Source: an optimization exercise on an open RTL-to-GDS flow (aim: small area, a short achievable clock period and few clock cycles per item). Production flows keep margins and buffers that such runs may drop. In this exercise RTL edits were held to simulation tests only and were not proved equivalent to the original.

==> 02-21: inputs <==
==> flow/design.v (excerpt) <==
module best_disp_select #(
    parameter int unsigned NPIX_LOG2 = 8
) (
    input  logic               clk,
    input  logic               rst,
    input  logic               frame_start,
    input  logic [10:0]        fsum,
    input  logic               valid,
    input  logic               last,
    input  logic [13:0]        g2sum,
    input  logic [10:0]        gsum,
    input  logic [13:0]        fg,
    input  logic [5:0]         place,
    output logic               busy,
    output logic [5:0]         best_place,
    output logic               best_valid,
    output logic               done,
    output logic               overrun
);
export LEC_CHECK = 0
export CAP_MARGIN = 20
export CORE_MARGIN = 2
export CORE_UTILIZATION = 40
export SLEW_MARGIN = 20
create_clock -name core_clock -period 12.0 [get_ports {clk}]
standard.sh (not shown) runs the stock make flow with config.mk's settings and CLKGATE_MAP_FILE= SYNTH_SCRIPT=/design/flow/synth_recipe.tcl, a recipe that flattens the netlist after the stock synthesis.
==> flow/flow/run.sh <==
#!/bin/bash
set -euo pipefail
bash standard.sh SETUP_SLACK_MARGIN=7.5 finish > make.log 2>&1
==> 03-13: changes against 02-21 <==
==> flow/flow/run.sh (replaced) <==
#!/bin/bash
set -euo pipefail
bash standard.sh SETUP_SLACK_MARGIN=7.0 "CTS_ARGS=-sink_clustering_enable -repair_clock_nets -dont_use_dummy_load" finish > make.log 2>&1
==> notes.md <==
item                                                                                03-13                 02-21
Met2 routed WL                                                                   41900 µm              47900 µm
Area overhead of the layout relative to synthesis                                   12.6%                 22.4%
Min Clock Period, post-route                                                      5160 ps               5110 ps
Met2 usage                                                                          0.298                 0.341
Worst hold start                                                     rn_num[13]$_DFFE_PN_  rn_den[12]$_DFFE_PN_
Share of final-layout standard cells stronger than drive strength 1                0.0825                 0.159
Post-DR vias/cell                                                                    5.31                  5.35
Worst max-slew margin expressed relative to the limit                               0.313                 0.284
Final setup slack of the worst path                                               6840 ps               6890 ps
Result of the run                                                timing/DRC/antenna clean  timing/DRC/antenna clean
Number of antenna violations at the first check in global routing                       1                     0
Multi-Input Combinational                                                            2545                  2549
Data required, critical path                                                     12270 ps              12380 ps
Number of buffers other than clock buffers in the final layout                        144                   296
Testbench counts of 02-21, summed over its fixed seeds: cycles 10,366, items 9,296.
Testbench counts of 03-13, summed over its fixed seeds: cycles 10,366, items 9,296.

---

==> v26 <==
Another version of the RTL of best_disp_select (not shown whole).
export LEC_CHECK = 0
export CAP_MARGIN = 20
export CORE_MARGIN = 2
export CORE_UTILIZATION = 65
export PLACE_DENSITY = 0.75
export SLEW_MARGIN = 20
create_clock -name core_clock -period 12.0 [get_ports {clk}]
run.sh (not shown) runs the stock make flow with config.mk's settings and CLKGATE_MAP_FILE= SYNTH_SCRIPT=/design/flow/synth_recipe.tcl, a recipe that flattens the netlist after the stock synthesis.
Stock flow here: none of the scripts above is used.
==> v20: changes against v26 <==
==> flow/flow/run.sh (new file) <==
#!/bin/bash
set -euo pipefail
bash standard.sh SETUP_SLACK_MARGIN=7.5 finish > make.log 2>&1
==> flow/standard.sh (new file) <==
#!/bin/bash
# synth_recipe.tcl (not shown) runs the flow's synth.tcl, then flattens the netlist and writes it again
# the make line also repeats each setting of config.mk as NAME=value (left out here)
make -C /OpenROAD-flow-scripts/flow DESIGN_CONFIG=/design/flow/config.mk WORK_HOME=/design/flow/orfs CLKGATE_MAP_FILE= SYNTH_SCRIPT=/design/flow/synth_recipe.tcl "${@:-finish}"
Settings changed: CORE_UTILIZATION 65 to 40, PLACE_DENSITY 0.75 to unset.
removed: flow/run.sh
==> v9: changes against v26 <==
==> flow/flow/run.sh (new file) <==
#!/bin/bash
set -euo pipefail
bash standard.sh SETUP_SLACK_MARGIN=6.5 finish > make.log 2>&1
==> flow/standard.sh (new file) <==
#!/bin/bash
# synth_recipe.tcl (not shown) runs the flow's synth.tcl, then flattens the netlist and writes it again
# the make line also repeats each setting of config.mk as NAME=value (left out here)
make -C /OpenROAD-flow-scripts/flow DESIGN_CONFIG=/design/flow/config.mk WORK_HOME=/design/flow/orfs CLKGATE_MAP_FILE= SYNTH_SCRIPT=/design/flow/synth_recipe.tcl "${@:-finish}"
Settings changed: CORE_UTILIZATION 65 to 40, PLACE_DENSITY 0.75 to unset.
removed: flow/run.sh
==> comparison table <==
quantity                                                                                     v20                        v26                     v9
Max stage delay cell, worst path                                           sky130_fd_sc_hd__fa_1  sky130_fd_sc_hd__edfxtp_1  sky130_fd_sc_hd__fa_1
Setup crit start                                                            r0_fsum[2]$_DFFE_PP_       r0_gsum[7]$_DFFE_PP_   r0_gsum[6]$_DFFE_PP_
Actual transition at the worst max-transition pin                                       0.968 ns                    1.08 ns               0.949 ns
Wire length per cell                                                                     17.6 um                    19.2 um                16.8 um
Unrepaired setup endpoints after global routing                                              yes                         no                    yes
Via Count                                                                                 26,700                     26,700                 25,900
Met3 layer usage reported by global route                                                  2.41%                      3.96%                  1.97%
Arrival time of the worst setup path                                                     5.53 ns                    6.46 ns                5.67 ns
Clock latency of the later-clocked register in the worst-skew pair                       0.64 ns                    0.65 ns                0.64 ns
Global-route wire length before repair                                                145,000 um                 142,000 um             140,000 um
Multi-input combinational cell count                                                       2,479                      2,478                  2,478
End of the critical path                                                    r1_num[20]$_DFFE_PN_       r1_num[20]$_DFFE_PN_   r1_num[21]$_DFFE_PN_
Crit path depth                                                                               19                         18                     17
Critical Path Fanout Max                                                                       6                         22                      5
Result of the run                                                       timing/DRC/antenna clean   timing/DRC/antenna clean  timing/DRC/antenna clean
Shortest clock period the worst path allows after layout                                 5.14 ns                    6.09 ns                5.28 ns
Number of global-route vias before repair                                                 26,900                     27,400                 26,000
Portion of the clock cycle consumed by the worst path in the final layout                  42.8%                      50.8%                  44.0%
Maximum single-stage delay on the critical path                                          0.56 ns                    0.87 ns                0.56 ns
Setup slack after layout                                                                 6.86 ns                    5.91 ns                6.72 ns
End of the worst hold path                                                   rf_num[7]$_DFFE_PN_       rf_den[18]$_DFFE_PN_   rf_den[20]$_DFFE_PN_
Timing-limited maximum frequency                                                         195 MHz                    164 MHz                189 MHz
Worst reg2reg setup slack                                                                6.86 ns                    5.91 ns                6.72 ns
Testbench counts of v26, summed over its fixed seeds: cycles 10,366, items 9,296.
Testbench counts of v20, summed over its fixed seeds: cycles 10,366, items 9,296.
Testbench counts of v9, summed over its fixed seeds: cycles 10,366, items 9,296.

-- what the ideal ports hide --
In the flow no input, the clock included, has a driving cell. The finished layouts below were timed again as built, in two steps. Step 1 (the two cells are an assumption about what drives the block):
set clk [get_ports {clk}]
set_driving_cell -lib_cell sky130_fd_sc_hd__clkbuf_16 $clk
set_driving_cell -lib_cell sky130_fd_sc_hd__buf_2 [delete_from_list [all_inputs] $clk]
Step 2 adds t to the input delays and takes it off the output delays; t is the mean of the earliest and latest rising clock arrival at the registers after step 1. Input paths then give back, and output paths get back, about the clock's delay inside the block. a / b / c = ideal / step 1 / step 2; a / b = the first two.
| run | t, ns | setup slack, ns | clock arrival spread, ns | worst data-port slew with drivers (ns) |
|---|---|---|---|---|
| 02-21 | 0.686 | 6.889 / 6.889 / 6.889 | 0.034 / 0.035 | 0.06 |
| 03-13 | 0.631 | 6.838 / 6.838 / 6.838 | 0.099 / 0.100 | 0.05 |
| v26 | 0.692 | 5.909 / 5.909 / 5.909 | 0.039 / 0.038 | 0.08 |
| v20 | 0.700 | 6.862 / 6.862 / 6.862 | 0.017 / 0.017 | 0.06 |
| v9 | 0.694 | 6.720 / 6.720 / 6.720 | 0.022 / 0.023 | 0.06 |
After both steps setup and hold are still met in every run listed.
